What follows belongs to an exercise in optimizing a design on an open flow for small area; a production flow would make more cautious choices. In this exercise RTL edits were held to simulation tests only and were not proved equivalent to the original. Power and IR drop assume default switching activity.

### flow/design.v
package regAluPkg;
	localparam int dataW = 16;      
	localparam int swW = 10;        
	localparam int regAddrW = 4;    
	localparam int numRegs = 1 << regAddrW;
	localparam int flagW = 5;
	localparam int flagC = 0;   
	localparam int flagL = 1;   
	localparam int flagF = 2;   
	localparam int flagZ = 3;   
	localparam int flagN = 4;   
	localparam logic [3:0] opADD = 4'h0;
	localparam logic [3:0] opSUB = 4'h1;
	localparam logic [3:0] opAND = 4'h2;
	localparam logic [3:0] opOR  = 4'h3;
	localparam logic [3:0] opXOR = 4'h4;
	localparam logic [3:0] opNOT = 4'h5;
	localparam logic [3:0] opLSH = 4'h6;
	localparam logic [3:0] opRSH = 4'h7;
	localparam logic [3:0] opMOV = 4'h8;
	localparam logic [3:0] opCMP = 4'h9;
	typedef struct packed {
		logic [3:0] op;
		logic immSel;
		logic [regAddrW-1:0] rdest;
		logic [swW-1:0] bSel;
	} aluCmd_t;
	typedef struct packed {
		logic [regAddrW-1:0] rdest;
		logic [dataW-1:0] value;
		logic [flagW-1:0] flags;
		logic writeEn;                 
	} aluResult_t;
endpackage
module switchCapture (
	input logic clk,
	input logic rstN,
	input logic [regAluPkg::swW-1:0] dataIn,
	input logic ldReg,      
	input logic ldSetup,
	input logic ldImm,
	input logic ldInst,
	input logic cmdReady,
	output logic cmdValid,
	output regAluPkg::aluCmd_t cmd
);
	logic [3:0] prsMeta;
	logic [3:0] prsSync;
	logic [3:0] prsPrev;
	logic [3:0] btnFall;
	logic [3:0] fOp;
	logic fImmSel;
	logic [regAluPkg::regAddrW-1:0] fRdest;
	logic [regAluPkg::regAddrW-1:0] fRsrc;
	logic [regAluPkg::swW-1:0] fImm;
	always_ff @(posedge clk or negedge rstN) begin
		if (!rstN) begin
			prsMeta <= '0;
			prsSync <= '0;
			prsPrev <= '0;
		end else begin
			prsMeta <= ~{ldInst, ldImm, ldSetup, ldReg};
			prsSync <= prsMeta;
			prsPrev <= prsSync;
		end
	end
	assign btnFall = prsSync & ~prsPrev;
	always_ff @(posedge clk or negedge rstN) begin
		if (!rstN) begin
			fRdest <= '0;
			fRsrc <= '0;
			fOp <= '0;
			fImmSel <= 1'b0;
			fImm <= '0;
		end else begin
			if (btnFall[0]) begin
				fRdest <= dataIn[9:6];
				fRsrc <= dataIn[3:0];
			end
			if (btnFall[1]) begin
				fOp <= dataIn[3:0];
				fImmSel <= dataIn[4];
			end
			if (btnFall[2]) fImm <= dataIn;
		end
	end
	always_ff @(posedge clk or negedge rstN) begin
		if (!rstN) cmdValid <= 1'b0;
		else if (!cmdValid) cmdValid <= btnFall[3];
		else if (cmdReady) cmdValid <= 1'b0;      
	end
	always_ff @(posedge clk) begin
		if (!cmdValid && btnFall[3]) begin
			cmd.op <= fOp;
			cmd.immSel <= fImmSel;
			cmd.rdest <= fRdest;
			cmd.bSel <= fImmSel ? fImm : {6'b0, fRsrc};
		end
	end
endmodule
module regFile (
	input logic clk,
	input logic rstN,
	input logic [regAluPkg::regAddrW-1:0] rdAddrA,
	input logic [regAluPkg::regAddrW-1:0] rdAddrB,
	input logic immSel,
	input logic [regAluPkg::swW-1:0] imm,
	input logic wrEn,
	input logic [regAluPkg::regAddrW-1:0] wrAddr,
	input logic [regAluPkg::dataW-1:0] wrData,
	output logic [regAluPkg::dataW-1:0] rdDataA,
	output logic [regAluPkg::dataW-1:0] rdDataB
);
	localparam int immLo = regAluPkg::dataW - regAluPkg::swW;
	logic [regAluPkg::dataW-1:0] regs [regAluPkg::numRegs];
	logic [regAluPkg::numRegs-1:0] written;
	logic [regAluPkg::numRegs-1:0] selA;
	logic [regAluPkg::numRegs-1:0] selB;
	always_ff @(posedge clk or negedge rstN) begin
		if (!rstN) written <= '0;
		else if (wrEn) written[wrAddr] <= 1'b1;
	end
	always_ff @(posedge clk) begin
		if (wrEn) regs[wrAddr] <= wrData;
	end
	rfReadSel decA (.addr(rdAddrA), .en(1'b1), .written(written), .sel(selA));
	rfReadSel decB (.addr(rdAddrB), .en(!immSel), .written(written), .sel(selB));
	for (genvar b = 0; b < regAluPkg::dataW; b++) begin : gBit
		logic [regAluPkg::numRegs-1:0] column;
		for (genvar r = 0; r < regAluPkg::numRegs; r++) begin : gReg
			assign column[r] = regs[r][b];
		end
		rfReadBit bitA (.sel(selA), .column(column), .q(rdDataA[b]));
		if (b < immLo) begin : gLow
			rfReadBit bitB (.sel(selB), .column(column), .q(rdDataB[b]));
		end else begin : gImm
			rfReadBitImm bitB (.sel(selB), .column(column), .immSel(immSel), .imm(imm[b-immLo]), .q(rdDataB[b]));
		end
	end
endmodule
module rfReadSel (
	input logic [regAluPkg::regAddrW-1:0] addr,
	input logic en,
	input logic [regAluPkg::numRegs-1:0] written,
	output logic [regAluPkg::numRegs-1:0] sel
);
	always_comb begin
		for (int i = 0; i < regAluPkg::numRegs; i++) sel[i] = en && written[i] && (addr == i);
	end
endmodule
module rfReadBit (
	input logic [regAluPkg::numRegs-1:0] sel,
	input logic [regAluPkg::numRegs-1:0] column,
	output logic q
);
	assign q = |(sel & column);
endmodule
module rfReadBitImm (
	input logic [regAluPkg::numRegs-1:0] sel,
	input logic [regAluPkg::numRegs-1:0] column,
	input logic immSel,
	input logic imm,
	output logic q
);
	assign q = |(sel & column) | (immSel & imm);
endmodule
module operandFetch (
	input logic clk,
	input logic rstN,
	input logic cmdValid,
	input regAluPkg::aluCmd_t cmd,
	input logic opReady,
	output logic cmdReady,
	output logic opValid,
	output regAluPkg::aluCmd_t ops
);
	logic cmdTake;
	assign cmdReady = !opValid || opReady;
	assign cmdTake = cmdValid && cmdReady;
	always_ff @(posedge clk or negedge rstN) begin
		if (!rstN) opValid <= 1'b0;
		else if (cmdReady) opValid <= cmdValid;
	end
	always_ff @(posedge clk) begin
		if (cmdTake) ops <= cmd;
	end
endmodule
module aluExec (
	input logic clk,
	input logic rstN,
	input logic opValid,
	input logic [3:0] op,
	input logic [regAluPkg::regAddrW-1:0] rdest,
	input logic [regAluPkg::dataW-1:0] a,
	input logic [regAluPkg::dataW-1:0] b,
	input logic resultReady,
	output logic opReady,
	output logic wrEn,
	output logic [regAluPkg::dataW-1:0] wrData,
	output logic resultValid,
	output regAluPkg::aluResult_t result
);
	logic [regAluPkg::dataW-1:0] aluValue;
	logic [regAluPkg::flagW-1:0] aluFlags;
	logic isCmp;
	logic opTake;
	aluCore core (.op(op), .a(a), .b(b), .value(aluValue), .flags(aluFlags), .isCmp(isCmp));
	assign opReady = !resultValid || resultReady;
	assign opTake = opValid && opReady;
	assign wrEn = opTake && !isCmp;
	assign wrData = aluValue;
	always_ff @(posedge clk or negedge rstN) begin
		if (!rstN) resultValid <= 1'b0;
		else if (opReady) resultValid <= opValid;
	end
	always_ff @(posedge clk) begin
		if (opTake) begin
			result.rdest <= rdest;
			result.value <= aluValue;
			result.flags <= aluFlags;
			result.writeEn <= !isCmp;
		end
	end
endmodule
module aluCore (
	input logic [3:0] op,
	input logic [regAluPkg::dataW-1:0] a,
	input logic [regAluPkg::dataW-1:0] b,
	output logic [regAluPkg::dataW-1:0] value,
	output logic [regAluPkg::flagW-1:0] flags,
	output logic isCmp
);
	localparam int W = regAluPkg::dataW;
	logic isAdd, isSub, sub, arith, isLsh, isRsh;
	logic [3:0] truth;
	logic [W:0] carry;
	logic [W:0] lt;
	logic [W-1:0] shr;
	aluDecode dec (.op(op), .isAdd(isAdd), .isSub(isSub), .isCmp(isCmp), .sub(sub), .arith(arith),
		.isLsh(isLsh), .isRsh(isRsh), .truth(truth));
	aluShift shifter (.a(a), .left(isLsh), .amount(b[3:0]), .y(shr));
	assign carry[0] = sub;
	assign lt[0] = 1'b0;
	for (genvar i = 0; i < W; i++) begin : gBit
		aluBit slice (.a(a[i]), .b(b[i]), .sub(sub), .cin(carry[i]), .ltIn(lt[i]),
			.arith(arith), .isRsh(isRsh), .isLsh(isLsh), .shrR(shr[i]), .shrL(shr[W-1-i]),
			.truth(truth), .value(value[i]), .cout(carry[i+1]), .ltOut(lt[i+1]));
	end
	aluFlags fl (.value(value), .c15(carry[W-1]), .c16(carry[W]), .lt(lt[W]), .a15(a[W-1]), .b15(b[W-1]),
		.isAdd(isAdd), .isSub(isSub), .flags(flags));
endmodule
module aluDecode (
	input logic [3:0] op,
	output logic isAdd,
	output logic isSub,
	output logic isCmp,
	output logic sub,
	output logic arith,
	output logic isLsh,
	output logic isRsh,
	output logic [3:0] truth     
);
	always_comb begin
		isAdd = (op == regAluPkg::opADD);
		isSub = (op == regAluPkg::opSUB);
		isCmp = (op == regAluPkg::opCMP);
		sub = isSub || isCmp;
		arith = isAdd || sub;
		isLsh = (op == regAluPkg::opLSH);
		isRsh = (op == regAluPkg::opRSH);
		case (op)
			regAluPkg::opADD, regAluPkg::opSUB, regAluPkg::opCMP,
			regAluPkg::opLSH, regAluPkg::opRSH: truth = 4'b0000;
			regAluPkg::opAND: truth = 4'b1000;
			regAluPkg::opOR: truth = 4'b1110;
			regAluPkg::opXOR: truth = 4'b0110;
			regAluPkg::opNOT: truth = 4'b0101;
			default: truth = 4'b1010;     
		endcase
	end
endmodule
module aluShift (
	input logic [regAluPkg::dataW-1:0] a,
	input logic left,
	input logic [3:0] amount,
	output logic [regAluPkg::dataW-1:0] y
);
	logic [regAluPkg::dataW-1:0] x;
	always_comb begin
		for (int i = 0; i < regAluPkg::dataW; i++) x[i] = left ? a[regAluPkg::dataW-1-i] : a[i];
	end
	assign y = x >> amount;
endmodule
module aluBit (
	input logic a,
	input logic b,
	input logic sub,
	input logic cin,
	input logic ltIn,
	input logic arith,
	input logic isRsh,
	input logic isLsh,
	input logic shrR,
	input logic shrL,
	input logic [3:0] truth,
	output logic value,
	output logic cout,
	output logic ltOut
);
	logic s;
	assign {cout, s} = a + (b ^ sub) + cin;
	assign ltOut = (!a && b) || (!(a ^ b) && ltIn);
	assign value = truth[{a, b}] || (arith && s) || (isRsh && shrR) || (isLsh && shrL);
endmodule
module aluFlags (
	input logic [regAluPkg::dataW-1:0] value,
	input logic c15,
	input logic c16,
	input logic lt,
	input logic a15,
	input logic b15,
	input logic isAdd,
	input logic isSub,
	output logic [regAluPkg::flagW-1:0] flags
);
	always_comb begin
		flags[regAluPkg::flagC] = (isAdd && c16) || (isSub && lt);
		flags[regAluPkg::flagL] = lt;
		flags[regAluPkg::flagF] = (isAdd || isSub) && (c15 ^ c16);
		flags[regAluPkg::flagZ] = (value == '0);
		flags[regAluPkg::flagN] = (a15 ^ b15) ? a15 : lt;
	end
endmodule
module hexDisplay (
	input logic clk,
	input logic rstN,
	input logic wrEn,
	input logic [regAluPkg::dataW-1:0] wrData,
	output logic [6:0] seg3,     
	output logic [6:0] seg2,
	output logic [6:0] seg1,
	output logic [6:0] seg0
);
	logic [regAluPkg::dataW-1:0] shownValue;
	function automatic logic [6:0] hexSeg(input logic [3:0] nib);
		case (nib)
			4'h0: hexSeg = ~7'b0111111;
			4'h1: hexSeg = ~7'b0000110;
			4'h2: hexSeg = ~7'b1011011;
			4'h3: hexSeg = ~7'b1001111;
			4'h4: hexSeg = ~7'b1100110;
			4'h5: hexSeg = ~7'b1101101;
			4'h6: hexSeg = ~7'b1111101;
			4'h7: hexSeg = ~7'b0000111;
			4'h8: hexSeg = ~7'b1111111;
			4'h9: hexSeg = ~7'b1100111;
			4'hA: hexSeg = ~7'b1110111;
			4'hB: hexSeg = ~7'b1111100;   
			4'hC: hexSeg = ~7'b1011000;   
			4'hD: hexSeg = ~7'b1011110;   
			4'hE: hexSeg = ~7'b1111001;
			default: hexSeg = ~7'b1110001;   
		endcase
	endfunction
	always_ff @(posedge clk or negedge rstN) begin
		if (!rstN) shownValue <= '0;
		else if (wrEn) shownValue <= wrData;    
	end
	assign seg3 = hexSeg(shownValue[15:12]);
	assign seg2 = hexSeg(shownValue[11:8]);
	assign seg1 = hexSeg(shownValue[7:4]);
	assign seg0 = hexSeg(shownValue[3:0]);
endmodule
module regAluTop (
	input logic clk,
	input logic rstN,
	input logic [regAluPkg::swW-1:0] dataIn,
	input logic ldReg,
	input logic ldSetup,
	input logic ldImm,
	input logic ldInst,
	input logic resultReady,
	output logic resultValid,
	output regAluPkg::aluResult_t result,
	output logic [6:0] seg3,
	output logic [6:0] seg2,
	output logic [6:0] seg1,
	output logic [6:0] seg0
);
	logic cmdValid;
	logic cmdReady;
	regAluPkg::aluCmd_t cmd;
	logic opValid;
	logic opReady;
	regAluPkg::aluCmd_t ops;
	logic [regAluPkg::dataW-1:0] rdDataA;
	logic [regAluPkg::dataW-1:0] opB;
	logic wrEn;
	logic [regAluPkg::dataW-1:0] wrData;
	switchCapture capture (
		.clk(clk),
		.rstN(rstN),
		.dataIn(dataIn),
		.ldReg(ldReg),
		.ldSetup(ldSetup),
		.ldImm(ldImm),
		.ldInst(ldInst),
		.cmdReady(cmdReady),
		.cmdValid(cmdValid),
		.cmd(cmd)
	);
	operandFetch fetch (
		.clk(clk),
		.rstN(rstN),
		.cmdValid(cmdValid),
		.cmd(cmd),
		.opReady(opReady),
		.cmdReady(cmdReady),
		.opValid(opValid),
		.ops(ops)
	);
	regFile rf (
		.clk(clk),
		.rstN(rstN),
		.rdAddrA(ops.rdest),
		.rdAddrB(ops.bSel[3:0]),
		.immSel(ops.immSel),
		.imm(ops.bSel),
		.wrEn(wrEn),
		.wrAddr(ops.rdest),
		.wrData(wrData),
		.rdDataA(rdDataA),
		.rdDataB(opB)
	);
	aluExec exec (
		.clk(clk),
		.rstN(rstN),
		.opValid(opValid),
		.op(ops.op),
		.rdest(ops.rdest),
		.a(rdDataA),
		.b(opB),
		.resultReady(resultReady),
		.opReady(opReady),
		.wrEn(wrEn),
		.wrData(wrData),
		.resultValid(resultValid),
		.result(result)
	);
	hexDisplay display (
		.clk(clk),
		.rstN(rstN),
		.wrEn(wrEn),
		.wrData(wrData),
		.seg3(seg3),
		.seg2(seg2),
		.seg1(seg1),
		.seg0(seg0)
	);
endmodule
### flow/run.sh
#!/bin/bash
# synth_recipe.tcl (not shown) runs the flow's synth.tcl, then flattens the netlist and writes it again
# the make line also repeats each setting of config.mk as NAME=value (left out here)
make -C /OpenROAD-flow-scripts/flow DESIGN_CONFIG=/design/flow/config.mk WORK_HOME=/design/flow/orfs CLKGATE_MAP_FILE= SYNTH_SCRIPT=/design/flow/synth_recipe.tcl finish
### flow/config.mk
export PLATFORM = sky130hd
export DESIGN_NAME = regAluTop
export DESIGN_NICKNAME = regAluTop
export VERILOG_FILES = /design/flow/design.v
export SDC_FILE = /design/flow/constraint.sdc
export NUM_CORES = 4
export LEC_CHECK = 0
export CAP_MARGIN = 20
export CORE_MARGIN = 2
export CORE_UTILIZATION = 60
export PLACE_DENSITY = 0.7
export SLEW_MARGIN = 20
export SYNTH_HIERARCHICAL = 1
### flow/constraint.sdc
create_clock -name core_clock -period 7.0 [get_ports {clk}]
set_input_delay 1.4000 -clock core_clock [delete_from_list [all_inputs] [get_ports {clk}]]
set_output_delay 1.4000 -clock core_clock [all_outputs]
set_load 0.01 [all_outputs]
==> impl_metrics.toml, run 1 <==
[status]
status = "failed layout checks"
failed_checks = "setup timing"

[setup_path]
start_kind = "register"
rr_worst_depth = 26
crit_type = "register to register"
worstSetupEndpointType = "register"
reg2reg_from = "fetch.ops[1]"
crit_arrival_ps = 8860
cp_max_fo = 15
worst-r2r-setup-slack_ps = -1440
worstReg2RegEnd = "exec.result[4]"
crit_required_ps = 7420

[power_and_ir_drop]
power.switching_mw = 1.767
ir_drop_mv = 0.1997
combPwrFrac_pct = 20.4
swShare_pct = 27.34
power_frac_clock_pct = 35.9
p_leak_nw = 9.073
seqPwrFrac_pct = 43.7
pwr_density_cell_nw_per_um2 = 268.3
power.internal_mw = 4.697

[timing]
setup_slack_ps = -1444
report.final.slew_viol_count = 0
fmax_mhz = 118.4
tightest_slew_ps = 1051
rsz0062_at_grt = "true"
slew_headroom_pct = 29.58
hold_viol = 0
fin_crit_sh_pct = 120.6
fin_crit_ps = 8444
finClkSkew_ps = 24.58
finalSetupViolations = 93
hold_slack_ps = 353.9

[synth]
synth.most_common_cell = "edfxtp_1"
synth_cell_types = 82
yosysTopAreaCellShare_pct = 49.12
yosys-top-cells-area = "edfxtp_1 49%, dfrtp_1 9.0%, a221oi_2 7.5%"
async_reset_ff_share_pct = 17.95
yosysSeqAreaShare_pct = 58.08
syn_area_um2 = 19560
synth_area_per_cell_um2 = 14.85
synth_common_cells = "320 x edfxtp_1, 99 x a22o_1, 98 x a221oi_2, 70 x dfrtp_1, 59 x nand2_1"
synth_warnings = 15
yosysTopAreaCell = "edfxtp_1"
yosys_most_used_dff = "edfxtp_1"
synth_edf_count = 320
ys_ff_latch = 390
synthCells = 1317

[clock_tree]
root_buffer = "clkbuf_16"
h-tree-depth = 2
cts_tree = "yes"
ctsHoldBuffers = 0
clkSinkCount = 390
cts_buffer_depth = 3
clk_latency_ps = 560
cts_made_buffers = 41
path_clk_slew_ps = 60

[cells_and_area]
stdcell_area_um2 = 24100
fin_nets = 1688
utilization_pct = 74.63
area_growth_syn_to_layout_pct = 23.19
instances_no_fill = 2091
final_layout_size_suffix_gt1_share_pct = 31.80

[floorplan]
die-area_um2 = 34060
core-area_um2 = 32290
initial_core_util_pct = 60.58
die_h_um = 184.6
io_pins = 72
rows = 66
die_w_um = 184.6

[routing]
vias = 14940
drc = 0
via_per_inst = 7.146
drtIter0Drc = 2799
totalWireLength_um = 67870
dr_wl_met3_um = 9640
first_pass_iters = 6
top_layer = "met4"
wl_met1_um = 24240
ant_nets = 0
route.met2.wl_um = 29520
drt-wirelength-per-cell_um = 32.46

[place]
numPortBuffers = 71
dp_slack_ps = -1447
dpl.hpwl_um = 43680
post-place-cells = 1980
placed_area_um2 = 22170
gp_congestion = 0.9807

[global_route]
grt_start_max_net_pins = 71
grt.total_usage_pct = 40.16
grt_pass1_wl_um = 96470
grt_pass1_vias = 14540
overflow = 0
grt_antenna_before_repair = 2

[run]
maxCapViolCount = 0

[min_path]
min_to = "capture.prsSync[0]"
hp-start = "capture.prsMeta[0]"
hold_class = "register to register"
holdPathStages = 0
==> power by group through the flow <==
| stage | Clock, mW | Combinational [mW] | Sequential (mW) |
|---|---|---|---|
| finish | 2.32 | 1.32 | 2.83 |
| global route | 2.41 | 1.40 | 2.84 |
| CTS | 2.33 | 1.24 | 2.82 |
| detailed placement | 0 | 1.18 | 2.87 |
| global placement | 0 | 1.17 | 2.86 |
| floorplan | 0 | 0.681 | 2.81 |
==> layout by cell type, fill, tap and decap left out, types with 8 or more instances in the layout <==
| cell type | instances |
|---|---|
| edfxtp_1 | 320 |
| buf_4 | 190 |
| a22o_1 | 99 |
| a221oi_2 | 98 |
| dfrtp_1 | 70 |
| clkdlybuf4s50_1 | 70 |
| nand2_1 | 57 |
| nor2_1 | 52 |
| clkbuf_16 | 45 |
| a22oi_1 | 42 |
| ha_1 | 39 |
| inv_1 | 38 |
| mux4_2 | 28 |
| and3_1 | 28 |
| o21ai_0 | 27 |
| mux2_2 | 26 |
| a222oi_1 | 26 |
| nand4_1 | 24 |
| nand2b_1 | 23 |
| a21o_1 | 17 |
| mux2i_1 | 16 |
| xor2_1 | 16 |
| fa_2 | 16 |
| nand3_1 | 16 |
| mux2_4 | 15 |
| and3_4 | 13 |
| clkinv_1 | 12 |
| and2_1 | 10 |
| a21oi_1 | 10 |
| a221oi_1 | 10 |
| buf_6 | 10 |
| nor3_1 | 9 |
| bufinv_16 | 8 |
==> metrics by stage <==
| stage | power [mW] | setup TNS, ps |
|---|---|---|
| 3_5_place_dp | 4.049 | -73460 |
| 6_report | 6.465 | -82240 |
| 2_1_floorplan | 3.494 | -77370 |
| 3_3_place_gp | 4.031 | -63710 |
| 5_1_grt | 6.651 | -96960 |
| 4_1_cts | 6.390 | -69010 |
==> what timing repair did <==
item                                    in CTS  in global routing
resized for setup                           20                 32
pin swaps                                   17                  9
gates cloned                                 2                  7
buffers inserted                            33                 16
endpoints found under the setup margin      93                258
==> worst max path at each step <==
stage | slack (ps) | cells past startpoint | endpoint | start
after global routing | -1690 | 27 | exec.result[4] | fetch.ops[14]
after floorplan | -1730 | 27 | exec.result[4] | fetch.ops[14]
after global placement | -1320 | 26 | exec.result[4] | fetch.ops[0]
final | -1440 | 26 | exec.result[4] | fetch.ops[1]
after CTS | -1390 | 26 | exec.result[4] | fetch.ops[0]
after detailed placement | -1450 | 26 | exec.result[4] | fetch.ops[0]
==> per-module statistics from Yosys (local to each module, per instance), a selection <==
module,cells,flops+latches,copies in the design
aluFlags,12,0,1
switchCapture,101,55,1
aluDecode,21,0,1
rfReadBitImm,11,0,10
rfReadSel,25,0,2
regFile,352,272,1
aluCore,1,0,1
hexDisplay,178,16,1
rfReadBit,9,0,22
aluExec,32,27,1
operandFetch,23,20,1
aluShift,111,0,1
aluBit,8,0,16
==> layer usage <==
| metal | up-vias | GRT usage, % |
|---|---|---|
| li1 | 6093 | - |
| met1 | 7306 | 53.38 |
| met2 | 1278 | 59.25 |
| met3 | 266 | 11.40 |
| met5 | - | 0 |
| met4 | 0 | 23.62 |
==> critical path: stages, from the launching register on <==
cell,delay (ps)
edfxtp_1,430
and2b_1,210
and3_4,180
buf_4,230
a22o_1,280
a221oi_2,220
nand4_1,260
xor2_1,230
fa_2,400
fa_2,360
fa_2,360
fa_2,350
fa_2,350
fa_2,350
fa_2,340
fa_2,350
fa_2,350
fa_2,360
fa_2,350
fa_2,350
fa_2,360
fa_2,390
fa_2,420
a222oi_1,310
nand2b_1,140
nor4_2,140
and4_1,230
==> layout make-up <==
| class | count | area, µm² |
|---|---|---|
| diodes | 1 | 2.502 |
| clock buffers | 47 | 1049 |
| clock inverters | 29 | 367.9 |
| fillers | 2069 | 8190 |
| inverters | 42 | 160.2 |
| multi-input cells | 857 | 8095 |
| flip-flops and latches | 390 | 11360 |
| well taps | 442 | 553.0 |
| repair buffers | 283 | 2510 |
==> state kept, by name (all words and copies together), names as in the netlist, 4 cells and up <==
register and flops:
rf.regs 256, capture.fRdest 4, exec.result 26, capture.prsSync 4, capture.prsMeta 4, display.shownValue 16, capture.fOp 4, capture.prsPrev 4
capture.fRsrc 4, fetch.ops 19, capture.cmd 19, rf.written 16, capture.fImm 10
==> cell families (layout without fill, tap and decap cells) <==
logic type | count (synthesis) | count (layout) | synth area share (%)
adders and majority gates | 57 | 57 | 4.247
xor gates and xnor gates | 18 | 18 | 0.8059
muxes | 88 | 88 | 7.074
buffers and inverters | 74 | 401 | 1.778
and+or+nand+nor | 297 | 297 | 8.437
DFF | 390 | 390 | 58.08
AOI/OAI and AO/OA | 391 | 391 | 19.54
other | 2 | 7 | 0.03839
==> run 2: changes to the inputs <==
--- a/flow/design.v
+++ b/flow/design.v
@@ -214,12 +214,26 @@
 		else if (opReady) resultValid <= opValid;
 	end
+	logic [regAluPkg::regAddrW-1:0] resRdest;
+	logic [regAluPkg::dataW-1:0] resValue;
+	logic [regAluPkg::flagW-1:0] resFlags;
+	logic resWriteEn;
 	always_ff @(posedge clk) begin
 		if (opTake) begin
-			result.rdest <= rdest;
-			result.value <= aluValue;
-			result.flags <= aluFlags;
-			result.writeEn <= !isCmp;
+			resRdest <= rdest;
+			resValue <= aluValue;
+			resFlags[regAluPkg::flagN] <= aluFlags[regAluPkg::flagN];
+			resFlags[regAluPkg::flagF] <= aluFlags[regAluPkg::flagF];
+			resFlags[regAluPkg::flagL] <= aluFlags[regAluPkg::flagL];
+			resFlags[regAluPkg::flagC] <= aluFlags[regAluPkg::flagC];
+			resWriteEn <= !isCmp;
 		end
 	end
+	always_comb begin
+		result.rdest = resRdest;
+		result.value = resValue;
+		result.flags = resFlags;
+		result.flags[regAluPkg::flagZ] = (resValue == '0);
+		result.writeEn = resWriteEn;
+	end
 endmodule
 module aluCore (
@@ -235,17 +249,23 @@
 	logic [3:0] truth;
 	logic [W:0] carry;
-	logic [W:0] lt;
+	logic ltAll;
 	logic [W-1:0] shr;
 	aluDecode dec (.op(op), .isAdd(isAdd), .isSub(isSub), .isCmp(isCmp), .sub(sub), .arith(arith),
 		.isLsh(isLsh), .isRsh(isRsh), .truth(truth));
 	aluShift shifter (.a(a), .left(isLsh), .amount(b[3:0]), .y(shr));
-	assign carry[0] = sub;
-	assign lt[0] = 1'b0;
+	logic [W-1:0] bx, p, g, pl, gl;
+	assign bx = b ^ {W{sub}};
+	assign p = a ^ bx;
+	assign g = a & bx;
+	assign pl = ~(a ^ b);
+	assign gl = ~a & b;
+	aluCarry adder (.p(p), .g(g), .cin(sub), .carry(carry));
+	aluLess less (.p(pl), .g(gl), .lt(ltAll));
 	for (genvar i = 0; i < W; i++) begin : gBit
-		aluBit slice (.a(a[i]), .b(b[i]), .sub(sub), .cin(carry[i]), .ltIn(lt[i]),
+		aluBit slice (.a(a[i]), .b(b[i]), .s(p[i] ^ carry[i]),
 			.arith(arith), .isRsh(isRsh), .isLsh(isLsh), .shrR(shr[i]), .shrL(shr[W-1-i]),
-			.truth(truth), .value(value[i]), .cout(carry[i+1]), .ltOut(lt[i+1]));
+			.truth(truth), .value(value[i]));
 	end
-	aluFlags fl (.value(value), .c15(carry[W-1]), .c16(carry[W]), .lt(lt[W]), .a15(a[W-1]), .b15(b[W-1]),
+	aluFlags fl (.value(value), .c15(carry[W-1]), .c16(carry[W]), .lt(ltAll), .a15(a[W-1]), .b15(b[W-1]),
 		.isAdd(isAdd), .isSub(isSub), .flags(flags));
 endmodule
@@ -295,7 +315,5 @@
 	input logic a,
 	input logic b,
-	input logic sub,
-	input logic cin,
-	input logic ltIn,
+	input logic s,
 	input logic arith,
 	input logic isRsh,
@@ -304,13 +322,49 @@
 	input logic shrL,
 	input logic [3:0] truth,
-	output logic value,
-	output logic cout,
-	output logic ltOut
-);
-	logic s;
-	assign {cout, s} = a + (b ^ sub) + cin;
-	assign ltOut = (!a && b) || (!(a ^ b) && ltIn);
+	output logic value
+);
 	assign value = truth[{a, b}] || (arith && s) || (isRsh && shrR) || (isLsh && shrL);
 endmodule
+module aluCarry (
+	input logic [15:0] p,
+	input logic [15:0] g,
+	input logic cin,
+	output logic [16:0] carry
+);
+	logic [3:0] gg, gp;
+	logic [4:0] gc;
+	always_comb begin
+		for (int k = 0; k < 4; k++) begin
+			gg[k] = g[4*k+3] | (p[4*k+3] & g[4*k+2]) | (p[4*k+3] & p[4*k+2] & g[4*k+1]) |
+				(p[4*k+3] & p[4*k+2] & p[4*k+1] & g[4*k]);
+			gp[k] = &p[4*k +: 4];
+		end
+		gc[0] = cin;
+		gc[1] = gg[0] | (gp[0] & cin);
+		gc[2] = gg[1] | (gp[1] & gg[0]) | (gp[1] & gp[0] & cin);
+		gc[3] = gg[2] | (gp[2] & gg[1]) | (gp[2] & gp[1] & gg[0]) | (gp[2] & gp[1] & gp[0] & cin);
+		gc[4] = gg[3] | (gp[3] & gc[3]);
+		for (int k = 0; k < 4; k++) begin
+			carry[4*k] = gc[k];
+			for (int j = 1; j < 4; j++) carry[4*k+j] = g[4*k+j-1] | (p[4*k+j-1] & carry[4*k+j-1]);
+		end
+		carry[16] = gc[4];
+	end
+endmodule
+module aluLess (
+	input logic [15:0] p,
+	input logic [15:0] g,
+	output logic lt
+);
+	logic [3:0] gg, gp;
+	always_comb begin
+		for (int k = 0; k < 4; k++) begin
+			gg[k] = g[4*k+3] | (p[4*k+3] & g[4*k+2]) | (p[4*k+3] & p[4*k+2] & g[4*k+1]) |
+				(p[4*k+3] & p[4*k+2] & p[4*k+1] & g[4*k]);
+			gp[k] = &p[4*k +: 4];
+		end
+		lt = gg[3] | (gp[3] & gg[2]) | (gp[3] & gp[2] & gg[1]) | (gp[3] & gp[2] & gp[1] & gg[0]);
+	end
+endmodule
 module aluFlags (
 	input logic [regAluPkg::dataW-1:0] value,
@@ -328,5 +382,5 @@
 		flags[regAluPkg::flagL] = lt;
 		flags[regAluPkg::flagF] = (isAdd || isSub) && (c15 ^ c16);
-		flags[regAluPkg::flagZ] = (value == '0);
+		flags[regAluPkg::flagZ] = 1'b0;     
 		flags[regAluPkg::flagN] = (a15 ^ b15) ? a15 : lt;
 	end
--- a/flow/config.mk
+++ b/flow/config.mk
@@ -9,4 +9,5 @@
 export CORE_MARGIN = 2
 export CORE_UTILIZATION = 60
+export CTS_BUF_LIST = sky130_fd_sc_hd__clkbuf_4 sky130_fd_sc_hd__clkbuf_8
 export PLACE_DENSITY = 0.7
 export SLEW_MARGIN = 20
==> run 2 against run 1 <==
  * Largest power group unchanged
  * Critical path type unchanged
  * The run now finishes clean
  * First-iteration DRC count down 28%
  * Critical endpoint is now rf.regs[15][13]
  * Clock power down 14%
  * Via count down 2.7%
  * Die area up 1.6%
  * Cell count down 2.4%
  * Flip-flop and latch count down 1
  * Highest routed layer is now met5
  * Utilization down 5.0 points
  * Combinational power down 15%
==> impl_metrics.toml, run 2 <==
[status]
status = "no timing/DRC/antenna violations"

[min_path]
hold_class = "register to register"

[setup_path]
cp_slowest_cell = "a222oi_1"
cp_max_fo = 18
crit_required_ps = 7150
start_kind = "register"
slowest_delay_ps = 650
worstSetupEndpointType = "register"
crit_arrival_ps = 6220
crit_path_frequent_cell = "and3_1"
path_cells = "and3_1 > and3_1 > a22o_1 > a221oi_2 > nand4_1 > ha_1 > nand3_1 > or3_1 > o21ai_2 > a21o_1 > xor2_1 > a222oi_1 > nand2b_1"
crit_type = "register to register"

[place]
gp_congestion = 0.9906
numPortBuffers = 71
post-place-cells = 1922
dpl.hpwl_um = 40910

[timing]
finalSetupViolations = 0
fin_crit_sh_pct = 86.84
report.final.slew_viol_count = 0
fin_crit_ps = 6079
tightest_slew_ps = 1107
rsz0062_at_grt = "false"
hold_viol = 0
fmax_mhz = 164.5
tns_ps = 0
slew_headroom_pct = 26.18
finClkSkew_ps = 24.03

[cells_and_area]
area_growth_syn_to_layout_pct = 14.25
fin_nets = 1621
final_cell_mix = "319 x edfxtp_1, 100 x a221oi_2, 99 x a22o_1"
diodes = 0
top_register = "rf.regs"
instances_no_fill = 2040
utilization_pct = 69.64
final_layout_size_suffix_gt1_share_pct = 23.65
final_common_cell = "edfxtp_1"
largest_reg_flops = 256
reg.largest.list = "rf.regs x256, capture.cmd x19, fetch.ops x19"

[routing]
drc = 0
drtIter0Drc = 2018
ant_nets = 0
drt-wirelength-per-cell_um = 30.87
totalWireLength_um = 62980
vias = 14540
first_pass_iters = 6
via_per_inst = 7.126

[floorplan]
rows = 66
initial_core_util_pct = 60.96
core-area_um2 = 32620
io_pins = 72
die_w_um = 186.0
die-area_um2 = 34610
die_h_um = 186.0

[global_route]
grt_pass1_vias = 14120
grt_start_max_net_pins = 71
grt_antenna_before_repair = 1
grt_pass1_wl_um = 91180
overflow = 0
grt.total_usage_pct = 37.14

[power_and_ir_drop]
pwr_density_cell_nw_per_um2 = 262.1
p_leak_nw = 8.479
power_mw = 5.954
ir_drop_mv = 0.1897

[clock_tree]
cts_made_buffers = 66
path_clk_slew_ps = 70
h-tree-depth = 3
clkSinkCount = 389
ctsHoldBuffers = 0
cts_tree = "yes"
clk_latency_ps = 610
root_buffer = "clkbuf_8"
cts_resized = 0
post-cts-setup-buffers = 0
cts_buffer_depth = 3

[synth]
syn_area_um2 = 19880
synth_area_per_cell_um2 = 14.40
synthCells = 1381
synth_warnings = 17

[run]
maxCapViolCount = 0
==> run 2: cell count changes in the layout (fill, tap and decap cells not counted), sizes merged, moves of 7 or more <==
cell and change:
buf -149, clkbuf +40, fa -16, ha +16, xor2 +16, a21oi +9
bufinv -7
==> run 2: layer usage <==
metal  routed length [µm]  global-route usage (%)
met5                   13                       0
met4                 3552                   19.87
met2                27940                   55.30
met1                24290                   50.39
met3                 7182                   9.392
==> run 2: layout make-up <==
type	instances	area, µm²
Fill cell	2296	9903
Clock inverter	27	155.1
Sequential cell	389	11330
Tap cell	442	553.0
Multi-Input combinational cell	914	8234
Inverter	47	176.4
Clock buffer	91	1115
Timing Repair Buffer	130	1151
==> run 2: final timing paths <==
path                                    start  slack (ps)  cells after the start                 end
setup / recovery                fetch.ops[10]         920                     13     rf.regs[15][13]
hold / removal             capture.prsMeta[0]         350                      0  capture.prsSync[0]
setup reg to reg                fetch.ops[10]         920                     13     rf.regs[15][13]
hold reg to reg            capture.prsMeta[0]         350                      0  capture.prsSync[0]
max in group asynchronous                rstN        5420                      1       rf.written[1]
min in group asynchronous                rstN         930                      1  capture.prsMeta[3]
==> run 2: per-stage QoR <==
stage	area, µm²	setup slack, ps	hold slack (ps)
CTS	22710	1120	347.9
detailed placement	21440	1122	334.7
floorplan	19900	2350	331.2
global placement	21440	1222	335.4
global route	22720	726.5	358.0
finish	22720	921.1	347.2
==> run 2: power breakdown <==
part / total [mW] / leakage [nW] / internal, mW / switching (mW)
logic: 1.12 / 4.03 / 0.477 / 0.648
registers: 2.84 / 3.79 / 2.70 / 0.137
clock network: 1.99 / 0.662 / 1.07 / 0.923
==> run 2: worst max-delay path, delay by kind of cell, from the launching register on <==
family / cells / cell delay [ps]
AND/OR/NAND/NOR: 6 / 2530
adder cells (fa/ha/maj): 1 / 640
XOR/XNOR: 1 / 150
flip-flops: 1 / 590
AO/OA/AOI/OAI: 5 / 1700
==> run 3: changes to the inputs <==
==> flow/flow/run.sh (new file) <==
#!/bin/bash
# Own layout flow: the standard synthesis, its combinational gates mapped
# again by ABC for area (every register keeps its cell and instance name),
# then the standard layout steps on that netlist. Each tool's output
# goes to a log file of its own in this folder.
set -euo pipefail
R=orfs/results/${FLOW_PLATFORM}/regAluTop/base
LIB=$FLOW_HOME/platforms/${FLOW_PLATFORM}/lib/sky130_fd_sc_hd__tt_025C_1v80.lib

# 1. Standard synthesis (the check's own)
bash standard.sh synth > flow_1_synth.log 2>&1
cp "$R/1_2_yosys.v" std_synth.v

# 2. Area re-mapping of the gates between the registers
LIB="$LIB" IN=std_synth.v OUT=remapped.v ABC_SCRIPT=flow/remap.abc \
	yosys -c flow/remap.tcl > flow_2_remap.log 2>&1
cp remapped.v "$R/1_2_yosys.v"

# 3. Standard layout from that netlist: small port buffers, clock tree
#    without dummy loads
export BUFFER_PORTS_ARGS="-buffer_cell sky130_fd_sc_hd__buf_1"
export CTS_ARGS="-sink_clustering_enable -repair_clock_nets -dont_use_dummy_load -buf_list {sky130_fd_sc_hd__clkbuf_4 sky130_fd_sc_hd__clkbuf_8}"
bash standard.sh finish > flow_3_layout.log 2>&1
==> flow/flow/remap.abc (new file) <==
strash
&get -n
&dch
&nf -R 1000
&put
==> flow/flow/remap.tcl (new file) <==
# Re-map the combinational logic of the standard synthesis netlist for area.
# Registers (and every sequential or special cell) stay as they are, with
# their instance names; only the gates between them are mapped again by ABC.
# Environment: LIB (liberty), IN (netlist), OUT (netlist), ABC_SCRIPT.
yosys -import
read_liberty -ignore_miss_func $::env(LIB)
foreach m {sky130_fd_sc_hd__clkdlybuf4s15_1 sky130_fd_sc_hd__clkdlybuf4s15_2 sky130_fd_sc_hd__clkdlybuf4s18_1 sky130_fd_sc_hd__clkdlybuf4s18_2 sky130_fd_sc_hd__clkdlybuf4s25_1 sky130_fd_sc_hd__clkdlybuf4s25_2 sky130_fd_sc_hd__clkdlybuf4s50_1 sky130_fd_sc_hd__clkdlybuf4s50_2 sky130_fd_sc_hd__conb_1 sky130_fd_sc_hd__decap_12 sky130_fd_sc_hd__decap_3 sky130_fd_sc_hd__decap_4 sky130_fd_sc_hd__decap_6 sky130_fd_sc_hd__decap_8 sky130_fd_sc_hd__dfbbn_1 sky130_fd_sc_hd__dfbbn_2 sky130_fd_sc_hd__dfbbp_1 sky130_fd_sc_hd__dfrbp_1 sky130_fd_sc_hd__dfrbp_2 sky130_fd_sc_hd__dfrtn_1 sky130_fd_sc_hd__dfrtp_1 sky130_fd_sc_hd__dfrtp_2 sky130_fd_sc_hd__dfrtp_4 sky130_fd_sc_hd__dfsbp_1 sky130_fd_sc_hd__dfsbp_2 sky130_fd_sc_hd__dfstp_1 sky130_fd_sc_hd__dfstp_2 sky130_fd_sc_hd__dfstp_4 sky130_fd_sc_hd__dfxbp_1 sky130_fd_sc_hd__dfxbp_2 sky130_fd_sc_hd__dfxtp_1 sky130_fd_sc_hd__dfxtp_2 sky130_fd_sc_hd__dfxtp_4 sky130_fd_sc_hd__diode_2 sky130_fd_sc_hd__dlclkp_1 sky130_fd_sc_hd__dlclkp_2 sky130_fd_sc_hd__dlclkp_4 sky130_fd_sc_hd__dlrbn_1 sky130_fd_sc_hd__dlrbn_2 sky130_fd_sc_hd__dlrbp_1 sky130_fd_sc_hd__dlrbp_2 sky130_fd_sc_hd__dlrtn_1 sky130_fd_sc_hd__dlrtn_2 sky130_fd_sc_hd__dlrtn_4 sky130_fd_sc_hd__dlrtp_1 sky130_fd_sc_hd__dlrtp_2 sky130_fd_sc_hd__dlrtp_4 sky130_fd_sc_hd__dlxbn_1 sky130_fd_sc_hd__dlxbn_2 sky130_fd_sc_hd__dlxbp_1 sky130_fd_sc_hd__dlxtn_1 sky130_fd_sc_hd__dlxtn_2 sky130_fd_sc_hd__dlxtn_4 sky130_fd_sc_hd__dlxtp_1 sky130_fd_sc_hd__dlygate4sd1_1 sky130_fd_sc_hd__dlygate4sd2_1 sky130_fd_sc_hd__dlygate4sd3_1 sky130_fd_sc_hd__dlymetal6s2s_1 sky130_fd_sc_hd__dlymetal6s4s_1 sky130_fd_sc_hd__dlymetal6s6s_1 sky130_fd_sc_hd__ebufn_1 sky130_fd_sc_hd__ebufn_2 sky130_fd_sc_hd__ebufn_4 sky130_fd_sc_hd__ebufn_8 sky130_fd_sc_hd__edfxbp_1 sky130_fd_sc_hd__edfxtp_1 sky130_fd_sc_hd__einvn_0 sky130_fd_sc_hd__einvn_1 sky130_fd_sc_hd__einvn_2 sky130_fd_sc_hd__einvn_4 sky130_fd_sc_hd__einvn_8 sky130_fd_sc_hd__einvp_1 sky130_fd_sc_hd__einvp_2 sky130_fd_sc_hd__einvp_4 sky130_fd_sc_hd__einvp_8 sky130_fd_sc_hd__lpflow_bleeder_1 sky130_fd_sc_hd__lpflow_clkbufkapwr_1 sky130_fd_sc_hd__lpflow_clkbufkapwr_16 sky130_fd_sc_hd__lpflow_clkbufkapwr_2 sky130_fd_sc_hd__lpflow_clkbufkapwr_4 sky130_fd_sc_hd__lpflow_clkbufkapwr_8 sky130_fd_sc_hd__lpflow_clkinvkapwr_1 sky130_fd_sc_hd__lpflow_clkinvkapwr_16 sky130_fd_sc_hd__lpflow_clkinvkapwr_2 sky130_fd_sc_hd__lpflow_clkinvkapwr_4 sky130_fd_sc_hd__lpflow_clkinvkapwr_8 sky130_fd_sc_hd__lpflow_decapkapwr_12 sky130_fd_sc_hd__lpflow_decapkapwr_3 sky130_fd_sc_hd__lpflow_decapkapwr_4 sky130_fd_sc_hd__lpflow_decapkapwr_6 sky130_fd_sc_hd__lpflow_decapkapwr_8 sky130_fd_sc_hd__lpflow_inputiso0n_1 sky130_fd_sc_hd__lpflow_inputiso0p_1 sky130_fd_sc_hd__lpflow_inputiso1n_1 sky130_fd_sc_hd__lpflow_inputiso1p_1 sky130_fd_sc_hd__lpflow_inputisolatch_1 sky130_fd_sc_hd__lpflow_isobufsrc_1 sky130_fd_sc_hd__lpflow_isobufsrc_16 sky130_fd_sc_hd__lpflow_isobufsrc_2 sky130_fd_sc_hd__lpflow_isobufsrc_4 sky130_fd_sc_hd__lpflow_isobufsrc_8 sky130_fd_sc_hd__lpflow_isobufsrckapwr_16 sky130_fd_sc_hd__lpflow_lsbuf_lh_hl_isowell_tap_1 sky130_fd_sc_hd__lpflow_lsbuf_lh_hl_isowell_tap_2 sky130_fd_sc_hd__lpflow_lsbuf_lh_hl_isowell_tap_4 sky130_fd_sc_hd__lpflow_lsbuf_lh_isowell_4 sky130_fd_sc_hd__lpflow_lsbuf_lh_isowell_tap_1 sky130_fd_sc_hd__lpflow_lsbuf_lh_isowell_tap_2 sky130_fd_sc_hd__lpflow_lsbuf_lh_isowell_tap_4 sky130_fd_sc_hd__probe_p_8 sky130_fd_sc_hd__probec_p_8 sky130_fd_sc_hd__sdfbbn_1 sky130_fd_sc_hd__sdfbbn_2 sky130_fd_sc_hd__sdfbbp_1 sky130_fd_sc_hd__sdfrbp_1 sky130_fd_sc_hd__sdfrbp_2 sky130_fd_sc_hd__sdfrtn_1 sky130_fd_sc_hd__sdfrtp_1 sky130_fd_sc_hd__sdfrtp_2 sky130_fd_sc_hd__sdfrtp_4 sky130_fd_sc_hd__sdfsbp_1 sky130_fd_sc_hd__sdfsbp_2 sky130_fd_sc_hd__sdfstp_1 sky130_fd_sc_hd__sdfstp_2 sky130_fd_sc_hd__sdfstp_4 sky130_fd_sc_hd__sdfxbp_1 sky130_fd_sc_hd__sdfxbp_2 sky130_fd_sc_hd__sdfxtp_1 sky130_fd_sc_hd__sdfxtp_2 sky130_fd_sc_hd__sdfxtp_4 sky130_fd_sc_hd__sedfxbp_1 sky130_fd_sc_hd__sedfxbp_2 sky130_fd_sc_hd__sedfxtp_1 sky130_fd_sc_hd__sedfxtp_2 sky130_fd_sc_hd__sedfxtp_4} { catch {setattr -mod -set keep_hierarchy 1 $m} }
read_verilog $::env(IN)
hierarchy -top regAluTop
flatten regAluTop
opt_clean regAluTop
abc -script $::env(ABC_SCRIPT) -liberty $::env(LIB) -dont_use sky130_fd_sc_hd__lpflow_* -dont_use sky130_fd_sc_hd__probe* regAluTop
yosys rename -hide w:*.*
opt_clean -purge regAluTop
splitnets regAluTop
opt_clean -purge regAluTop
hilomap -singleton -hicell sky130_fd_sc_hd__conb_1 HI -locell sky130_fd_sc_hd__conb_1 LO regAluTop
insbuf -buf sky130_fd_sc_hd__buf_1 A X regAluTop
setattr -mod -set blackbox 1 sky130_fd_sc_hd__*
check regAluTop
tee -o $::env(OUT).stat stat -liberty $::env(LIB) regAluTop
write_verilog -noattr $::env(OUT)
==> flow/standard.sh (new file) <==
#!/bin/bash
# synth_recipe.tcl (not shown) runs the flow's synth.tcl, then flattens the netlist and writes it again
# the make line also repeats each setting of config.mk as NAME=value (left out here)
make -C /OpenROAD-flow-scripts/flow DESIGN_CONFIG=/design/flow/config.mk WORK_HOME=/design/flow/orfs CLKGATE_MAP_FILE= SYNTH_SCRIPT=/design/flow/synth_recipe.tcl "${@:-finish}"
removed: flow/run.sh
==> run 3 against run 2 <==
  * Largest cell class unchanged
  * Worst setup slack lost 42 ps
  * Utilization down 0.98 points
  * Sequential power hardly changed
  * Sequential share of layout area up 6.0 points
  * Register-to-register slack lost 40 ps
  * Critical path depth up 8
  * Flip-flop and latch count is the same
  * Via count rose by 4.1%
  * First-iteration DRC count increased by 78%
  * Area after synthesis fell by 9.9%
  * Clock skew increased by 76 ps
  * Total power shrank 9.7%
==> impl_metrics.toml, run 3 <==
[timing]
finClkSkew_ps = 99.59
tns_ps = 0
hold_viol = 0
rsz0062_at_grt = "false"
tightest_slew_ps = 986.9
hold_slack_ps = 350.5
report.final.slew_viol_count = 0
slew_headroom_pct = 34.20
fin_crit_sh_pct = 87.45
fin_crit_ps = 6121
fmax_mhz = 163.4
finalSetupViolations = 0

[routing]
first_pass_iters = 9
totalWireLength_um = 63590
drc = 0
drt-wirelength-per-cell_um = 31.34
ant_nets = 0
via_per_inst = 7.462
vias = 15140
drtIter0Drc = 3587

[floorplan]
io_pins = 72
die_w_um = 176.8
initial_core_util_pct = 60.61
rows = 63
die_h_um = 176.8
die-area_um2 = 31260
core-area_um2 = 29560

[global_route]
grt.total_usage_pct = 41.28
grt_antenna_before_repair = 0
grt_start_max_net_pins = 71
grt_pass1_vias = 14410
overflow = 0
grt_pass1_wl_um = 92740

[setup_path]
reg2reg_from = "fetch.ops[14]"
crit_required_ps = 7560
crit_arrival_ps = 6680
rr_worst_depth = 21
worst-r2r-setup-slack_ps = 880
crit_type = "register to register"
start_kind = "register"
setup.worst_path.start = "fetch.ops[14]"
crit_path_end = "display.shownValue[15]"
worstReg2RegEnd = "display.shownValue[15]"
worstSetupEndpointType = "register"
cp_max_fo = 18

[cells_and_area]
final_layout_size_suffix_gt1_share_pct = 10.74
stdcell_area_um2 = 20290
instances_no_fill = 2029
diodes = 0
final_common_cell = "edfxtp_1"
area_growth_syn_to_layout_pct = 13.27
fin_nets = 1658
final_cell_mix = "319 x edfxtp_1, 143 x nand2_1, 107 x nor2_1"
top_register = "rf.regs"
reg.largest.list = "rf.regs x256, capture.cmd x19, fetch.ops x19"
largest_reg_flops = 256

[clock_tree]
ctsHoldBuffers = 0
root_buffer = "clkbuf_8"
cts_made_buffers = 60
clkSinkCount = 389
cts_resized = 0
cts_buffer_depth = 3
path_clk_slew_ps = 60
clk_latency_ps = 640
post-cts-setup-buffers = 0
cts_tree = "yes"
h-tree-depth = 2

[run]
maxCapViolCount = 0

[min_path]
hold_class = "register to register"
hp-start = "capture.prsMeta[3]"

[place]
numPortBuffers = 71
post-place-cells = 1969
placed_area_um2 = 19460
gp_congestion = 1.097
dpl.hpwl_um = 43310

[synth]
syn_area_um2 = 17920
synth_warnings = 17
synthCells = 1412
synth_area_per_cell_um2 = 12.69

[power_and_ir_drop]
power_mw = 5.375
p_leak_nw = 7.133
pwr_density_cell_nw_per_um2 = 264.9
ir_drop_mv = 0.2006

[status]
status = "no timing/DRC/antenna violations"
==> run 3: cell types whose count changed in the layout (fill, tap and decap cells not counted), sizes merged, moves of 67 or more <==
cell           change
clkdlybuf4s50     -70
a221oi            -69
a222oi            +67
nor2              +68
nand2             +80
buf              +104
a22o              -76
==> run 3: critical path: stages (launching register included) <==
cell	delay [ps]
edfxtp_1	640
nor3b_1	420
and3_1	640
a222oi_1	120
and4_1	260
nand3_1	140
buf_4	230
o21ai_0	150
o21ai_0	340
maj3_1	260
and2_0	230
a21oi_1	90
or2_0	290
or3_1	360
o22ai_1	280
and3_1	260
clkinv_1	80
a21oi_1	270
xnor2_1	130
o21ai_2	580
nor2_1	110
nor2_1	140
==> run 3: layout make-up <==
| cell class | instances | area (µm²) |
|---|---|---|
| Fill cell | 2177 | 9265 |
| Multi-Input combinational cell | 1001 | 6588 |
| Sequential cell | 389 | 11330 |
| Timing Repair Buffer | 164 | 968.4 |
| Inverter | 25 | 93.84 |
| Tap cell | 390 | 488.0 |
| Clock buffer | 60 | 825.8 |
==> run 3: power by group <==
group          leakage (nW)  switching (mW)  internal [mW]
Combinational          2.95           0.656          0.329
Sequential             3.75           0.153           2.71
Clock                 0.431           0.781          0.749
==> run 3: worst min path at each step <==
| stage | endpoint | slack, ps | cells after the start |
|---|---|---|---|
| final | capture.prsSync[3] | 350 | 0 |
| after global routing | capture.prsSync[3] | 370 | 0 |
| after CTS | capture.prsSync[0] | 350 | 0 |
| after detailed placement | capture.prsSync[2] | 340 | 0 |
| after global placement | capture.prsSync[0] | 330 | 0 |
| after floorplan | capture.prsSync[0] | 330 | 0 |
==> run 3: metrics by stage <==
| stage | util [%] | setup slack [ps] |
|---|---|---|
| final | 68.66 | 878.8 |
| after global routing | 68.66 | 645.2 |
| after CTS | 68.64 | 752.2 |
| after detailed placement | 65.85 | 794.5 |
| after global placement | 65.83 | 1016 |
| after floorplan | - | 1483 |
==> run 3: layer usage <==
| metal | part of all wire (%) | wire, µm | global-route usage, % | up-vias |
|---|---|---|---|---|
| met5 | 0 | 0 | 0 | - |
| met4 | 6.5 | 4115 | 21.18 | 0 |
| met3 | 16 | 10160 | 12.44 | 326 |
| met2 | 42 | 26940 | 59.33 | 1426 |
| met1 | 35 | 22370 | 57.29 | 7192 |
| li1 | - | - | - | 6197 |
==> run 4: changes to the inputs <==
--- a/flow/design.v
+++ b/flow/design.v
@@ -26,4 +26,5 @@
 		logic [swW-1:0] bSel;
 	} aluCmd_t;
+	localparam int cmdW = 4 + 1 + regAddrW + swW;
 	typedef struct packed {
 		logic [regAddrW-1:0] rdest;
@@ -90,11 +91,15 @@
 		else if (cmdReady) cmdValid <= 1'b0;      
 	end
+	regAluPkg::aluCmd_t snap;
+	regAluPkg::aluCmd_t cmdNext;
+	always_comb begin
+		snap.op = fOp;
+		snap.immSel = fImmSel;
+		snap.rdest = fRdest;
+		snap.bSel = fImmSel ? fImm : {6'b0, fRsrc};
+	end
+	regHold #(.W(regAluPkg::cmdW)) hold (.en(!cmdValid && btnFall[3]), .d(snap), .q(cmd), .n(cmdNext));
 	always_ff @(posedge clk) begin
-		if (!cmdValid && btnFall[3]) begin
-			cmd.op <= fOp;
-			cmd.immSel <= fImmSel;
-			cmd.rdest <= fRdest;
-			cmd.bSel <= fImmSel ? fImm : {6'b0, fRsrc};
-		end
+		cmd <= cmdNext;
 	end
 endmodule
@@ -121,6 +126,10 @@
 		else if (wrEn) written[wrAddr] <= 1'b1;
 	end
+	logic [regAluPkg::dataW-1:0] regsNext [regAluPkg::numRegs];
+	for (genvar r = 0; r < regAluPkg::numRegs; r++) begin : gWr
+		rfNext nxt (.we(wrEn && wrAddr == r), .wd(wrData), .q(regs[r]), .d(regsNext[r]));
+	end
 	always_ff @(posedge clk) begin
-		if (wrEn) regs[wrAddr] <= wrData;
+		for (int r = 0; r < regAluPkg::numRegs; r++) regs[r] <= regsNext[r];
 	end
 	rfReadSel decA (.addr(rdAddrA), .en(1'b1), .written(written), .sel(selA));
@@ -165,4 +174,12 @@
 	assign q = |(sel & column) | (immSel & imm);
 endmodule
+module rfNext (
+	input logic we,
+	input logic [regAluPkg::dataW-1:0] wd,
+	input logic [regAluPkg::dataW-1:0] q,
+	output logic [regAluPkg::dataW-1:0] d
+);
+	assign d = we ? wd : q;
+endmodule
 module operandFetch (
 	input logic clk,
@@ -182,8 +199,20 @@
 		else if (cmdReady) opValid <= cmdValid;
 	end
+	regAluPkg::aluCmd_t opsNext;
+	regHold #(.W(regAluPkg::cmdW)) hold (.en(cmdTake), .d(cmd), .q(ops), .n(opsNext));
 	always_ff @(posedge clk) begin
-		if (cmdTake) ops <= cmd;
+		ops <= opsNext;
 	end
 endmodule
+module regHold #(
+	parameter int W = 1
+) (
+	input logic en,
+	input logic [W-1:0] d,
+	input logic [W-1:0] q,
+	output logic [W-1:0] n
+);
+	assign n = en ? d : q;
+endmodule
 module aluExec (
 	input logic clk,
@@ -216,22 +245,25 @@
 	logic [regAluPkg::regAddrW-1:0] resRdest;
 	logic [regAluPkg::dataW-1:0] resValue;
-	logic [regAluPkg::flagW-1:0] resFlags;
+	logic resN, resF, resL, resC;
 	logic resWriteEn;
+	localparam int resW = regAluPkg::regAddrW + regAluPkg::dataW + 5;
+	logic [resW-1:0] resNew;
+	logic [resW-1:0] resNext;
+	assign resNew = {rdest, aluValue, aluFlags[regAluPkg::flagN], aluFlags[regAluPkg::flagF],
+		aluFlags[regAluPkg::flagL], aluFlags[regAluPkg::flagC], !isCmp};
+	regHold #(.W(resW)) hold (.en(opTake), .d(resNew),
+		.q({resRdest, resValue, resN, resF, resL, resC, resWriteEn}),
+		.n(resNext));
 	always_ff @(posedge clk) begin
-		if (opTake) begin
-			resRdest <= rdest;
-			resValue <= aluValue;
-			resFlags[regAluPkg::flagN] <= aluFlags[regAluPkg::flagN];
-			resFlags[regAluPkg::flagF] <= aluFlags[regAluPkg::flagF];
-			resFlags[regAluPkg::flagL] <= aluFlags[regAluPkg::flagL];
-			resFlags[regAluPkg::flagC] <= aluFlags[regAluPkg::flagC];
-			resWriteEn <= !isCmp;
-		end
+		{resRdest, resValue, resN, resF, resL, resC, resWriteEn} <= resNext;
 	end
 	always_comb begin
 		result.rdest = resRdest;
 		result.value = resValue;
-		result.flags = resFlags;
+		result.flags[regAluPkg::flagN] = resN;
 		result.flags[regAluPkg::flagZ] = (resValue == '0);
+		result.flags[regAluPkg::flagF] = resF;
+		result.flags[regAluPkg::flagL] = resL;
+		result.flags[regAluPkg::flagC] = resC;
 		result.writeEn = resWriteEn;
 	end
@@ -254,15 +286,15 @@
 		.isLsh(isLsh), .isRsh(isRsh), .truth(truth));
 	aluShift shifter (.a(a), .left(isLsh), .amount(b[3:0]), .y(shr));
-	logic [W-1:0] bx, p, g, pl, gl;
-	assign bx = b ^ {W{sub}};
-	assign p = a ^ bx;
-	assign g = a & bx;
-	assign pl = ~(a ^ b);
+	logic [W-1:0] x, p, g, pl, gl;
+	assign x = a ^ b;
+	assign p = x ^ {W{sub}};
+	assign g = a & (b ^ {W{sub}}) & {W{arith}};     
+	assign pl = ~x;
 	assign gl = ~a & b;
 	aluCarry adder (.p(p), .g(g), .cin(sub), .carry(carry));
 	aluLess less (.p(pl), .g(gl), .lt(ltAll));
 	for (genvar i = 0; i < W; i++) begin : gBit
-		aluBit slice (.a(a[i]), .b(b[i]), .s(p[i] ^ carry[i]),
-			.arith(arith), .isRsh(isRsh), .isLsh(isLsh), .shrR(shr[i]), .shrL(shr[W-1-i]),
+		aluBit slice (.ab(a[i] & b[i]), .b(b[i]), .s(p[i] ^ carry[i]),
+			.isRsh(isRsh), .isLsh(isLsh), .shrR(shr[i]), .shrL(shr[W-1-i]),
 			.truth(truth), .value(value[i]));
 	end
@@ -290,11 +322,11 @@
 		isRsh = (op == regAluPkg::opRSH);
 		case (op)
-			regAluPkg::opADD, regAluPkg::opSUB, regAluPkg::opCMP,
+			regAluPkg::opADD, regAluPkg::opSUB, regAluPkg::opCMP: truth = 4'b0001;
 			regAluPkg::opLSH, regAluPkg::opRSH: truth = 4'b0000;
-			regAluPkg::opAND: truth = 4'b1000;
-			regAluPkg::opOR: truth = 4'b1110;
-			regAluPkg::opXOR: truth = 4'b0110;
-			regAluPkg::opNOT: truth = 4'b0101;
-			default: truth = 4'b1010;     
+			regAluPkg::opAND: truth = 4'b0010;
+			regAluPkg::opOR: truth = 4'b0011;       
+			regAluPkg::opXOR: truth = 4'b0001;
+			regAluPkg::opNOT: truth = 4'b0100;
+			default: truth = 4'b1000;     
 		endcase
 	end
@@ -313,8 +345,7 @@
 endmodule
 module aluBit (
-	input logic a,
+	input logic ab,
 	input logic b,
 	input logic s,
-	input logic arith,
 	input logic isRsh,
 	input logic isLsh,
@@ -324,5 +355,6 @@
 	output logic value
 );
-	assign value = truth[{a, b}] || (arith && s) || (isRsh && shrR) || (isLsh && shrL);
+	assign value = (truth[0] && s) || (truth[1] && ab) || (truth[2] && !b) || (truth[3] && b) ||
+		(isRsh && shrR) || (isLsh && shrL);
 endmodule
 module aluCarry (
--- a/flow/flow/run.sh
+++ b/flow/flow/run.sh
@@ -20,4 +20,4 @@
 #    without dummy loads
 export BUFFER_PORTS_ARGS="-buffer_cell sky130_fd_sc_hd__buf_1"
-export CTS_ARGS="-sink_clustering_enable -repair_clock_nets -dont_use_dummy_load -buf_list {sky130_fd_sc_hd__clkbuf_4 sky130_fd_sc_hd__clkbuf_8}"
+export CTS_ARGS="-sink_clustering_enable -repair_clock_nets -dont_use_dummy_load -buf_list {sky130_fd_sc_hd__clkbuf_4} -sink_clustering_size 8 -sink_clustering_max_diameter 50"
 bash standard.sh finish > flow_3_layout.log 2>&1
--- a/flow/flow/remap.tcl
+++ b/flow/flow/remap.tcl
@@ -10,5 +10,5 @@
 flatten regAluTop
 opt_clean regAluTop
-abc -script $::env(ABC_SCRIPT) -liberty $::env(LIB) -dont_use sky130_fd_sc_hd__lpflow_* -dont_use sky130_fd_sc_hd__probe* regAluTop
+abc -script $::env(ABC_SCRIPT) -liberty $::env(LIB) -dont_use sky130_fd_sc_hd__lpflow_* -dont_use sky130_fd_sc_hd__probe* -dont_use sky130_fd_sc_hd__*_0 regAluTop
 yosys rename -hide w:*.*
 opt_clean -purge regAluTop
--- a/flow/config.mk
+++ b/flow/config.mk
@@ -8,7 +8,5 @@
 export CAP_MARGIN = 20
 export CORE_MARGIN = 2
-export CORE_UTILIZATION = 60
-export CTS_BUF_LIST = sky130_fd_sc_hd__clkbuf_4 sky130_fd_sc_hd__clkbuf_8
-export PLACE_DENSITY = 0.7
+export CORE_UTILIZATION = 45
 export SLEW_MARGIN = 20
 export SYNTH_HIERARCHICAL = 1
==> run 4 against run 3 <==
  * Critical path depth rose by 6
  * Maximum frequency fell by 7.9%
  * Final area fell by 5.2%
  * Utilization fell by 18 points
  * Clock-buffer cell count fell by 3
  * Clock skew rose by 28 ps
  * Die area rose by 28%
  * Area after synthesis fell by 3.6%
  * Clock power fell by 27%
  * Synthesized cell count rose by 38%
  * Sequential power rose by 45%
  * Register-to-register slack got worse by 530 ps
==> impl_metrics.toml, run 4 <==
[routing]
vias = 17320
drc = 0
ant_nets = 0
via_per_inst = 6.524
drt-wirelength-per-cell_um = 25.48
drtIter0Drc = 2656
first_pass_iters = 11
totalWireLength_um = 67650

[timing]
hold_slack_ps = 352.1
hold_viol = 0
finClkSkew_ps = 127.2
rsz0062_at_grt = "false"
slew_headroom_pct = 13.71
fin_crit_ps = 6648
report.final.slew_viol_count = 0
finalSetupViolations = 0
fin_crit_sh_pct = 94.97
tightest_slew_ps = 1294
tns_ps = 0
fmax_mhz = 150.4

[global_route]
grt_pass1_wl_um = 100200
grt.total_usage_pct = 33.84
grt_start_max_net_pins = 48
overflow = 0
grt_pass1_vias = 15820
grt_antenna_before_repair = 2

[power_and_ir_drop]
ir_drop_mv = 0.2541
pwr_density_cell_nw_per_um2 = 551.8
power.switching_mw = 5.335
combPwrFrac_pct = 50.5
power_mw = 10.61
p_leak_nw = 7.467
swShare_pct = 50.26
power_frac_clock_pct = 10.5
seqPwrFrac_pct = 39.0
power.internal_mw = 5.278

[clock_tree]
root_buffer = "clkbuf_4"
post-cts-setup-buffers = 0
h-tree-depth = 2
cts_resized = 0
cts_tree = "yes"
cts_made_buffers = 57
path_clk_slew_ps = 100
ctsHoldBuffers = 0
clk_latency_ps = 840
cts_buffer_depth = 3
clkSinkCount = 389

[floorplan]
core-area_um2 = 37760
initial_core_util_pct = 45.75
rows = 71
die-area_um2 = 39970
die_h_um = 199.9
die_w_um = 199.9
io_pins = 72

[synth]
synth_area_per_cell_um2 = 8.867
synth_warnings = 20
syn_area_um2 = 17270
synthCells = 1948

[cells_and_area]
largest_reg_flops = 256
reg.largest.list = "rf.regs x256, capture.cmd x19, fetch.ops x19"
fin_nets = 2162
final_cell_mix = "319 x dfxtp_1, 295 x nor2_1, 270 x a21oi_1"
final_common_cell = "dfxtp_1"
n_fill_cell = 3647
register_area_um2 = 8138
final_layout_size_suffix_gt1_share_pct = 7.046
multi_input_area_um2 = 9179
utilization_pct = 50.95
area_growth_syn_to_layout_pct = 11.36
top_register = "rf.regs"

[run]
maxCapViolCount = 0

[min_path]
holdPathStages = 0
hold_class = "register to register"

[status]
status = "no timing/DRC/antenna violations"

[setup_path]
crit_required_ps = 7670
crit_arrival_ps = 7320
start_kind = "register"
rr_worst_depth = 27
crit_type = "register to register"
worstSetupEndpointType = "register"
cp_max_fo = 18

[place]
numPortBuffers = 71
dpl.hpwl_um = 45920
gp_congestion = 0.9971
run 4: path summary, 6_finish.rpt:
path                                          endpoint          startpoint  slack, ps
worst max-delay path            display.shownValue[15]       fetch.ops[14]        350
worst min-delay path                capture.prsSync[0]  capture.prsMeta[0]        350
worst max register to register  display.shownValue[15]       fetch.ops[14]        350
worst min register to register      capture.prsSync[0]  capture.prsMeta[0]        350
max in group asynchronous              capture.fImm[7]                rstN       5510
min in group asynchronous                rf.written[8]                rstN        550
run 4: area by class of cell:
class                      instances  area share, %
antenna                            1        0.01301
clock buffer                      57          2.225
inverter                          26         0.5074
multi-input combinational       1536          47.72
sequential                       389          42.31
tap                              511          3.324
timing repair buffer             135          3.903
run 4: critical path, cell delays in order, from the launching register on:
cell,delay (ps)
dfxtp_1,810
and3b_1,280
and3_1,530
a222oi_1,490
and3_1,220
and4_1,570
xnor2_1,200
xnor2_1,360
nand2b_1,170
a21oi_1,70
a311oi_1,340
nor2_1,100
clkinv_1,110
o221ai_1,130
and2_1,220
o21ai_1,190
nand2_1,120
nand2_1,70
nand2_1,70
a32oi_1,200
nor2_1,80
clkinv_1,100
nor3_1,60
or2_1,270
nand2b_1,170
a31oi_2,210
buf_4,260
a21oi_1,100
run 4: metal layers:
layer	track usage [%]	up-vias	wire, µm
li1	-	7830	-
met1	44.54	8139	27160
met5	0	-	13
met3	7.527	260	7120
met2	51.89	1089	29770
met4	18.19	2	3590
run 4: per-stage QoR:
step,std cells,cell area (µm²),worst slack [ps]
final,2655,19230,352.3
after global routing,2655,19230,1.472
after CTS,2654,19230,575.3
after detailed placement,2597,18800,525.6
after global placement,2597,18800,722.7
after floorplan,1951,17280,592.7
run 4: power by group through the flow:
stage / Clock [mW] / Combinational [mW] / Sequential (mW)
2_1_floorplan: 0 / 3.33 / 3.76
6_report: 1.11 / 5.36 / 4.14
4_1_cts: 1.14 / 5.28 / 4.09
5_1_grt: 1.24 / 5.78 / 4.22
3_3_place_gp: 0 / 5.17 / 4.13
3_5_place_dp: 0 / 5.26 / 4.13

[static timing again, ports no longer ideal]
The flow's constraints put no driver on any port. The routed layouts listed below were extracted and timed again, unchanged, in two steps. Step 1, drivers: a clkbuf_16 drives clk and a buf_2 each remaining input, both assumed. Step 2, shift: input delay + t, output delay - t, t = (earliest + latest rising clock arrival at the registers) / 2. This alone moves slack from input paths to output paths. a / b / c = ideal / step 1 / step 2; a / b = the first two.
run | t (ns) | setup WS [ns] | worst setup path after step 2 | worst data-port slew with drivers (ns) | cell pins on the clock port's net
run 1 | 0.607 | -1.444 / -1.444 / -1.444 | register to register | 0.03 | 1
run 2 | 0.647 | 0.921 / 0.921 / 0.921 | register to register | 0.04 | 1
run 3 | 0.641 | 0.879 / 0.879 / 0.879 | register to register | 0.03 | 1
run 4 | 0.822 | 0.352 / 0.352 / 0.352 | register to register | 0.03 | 1
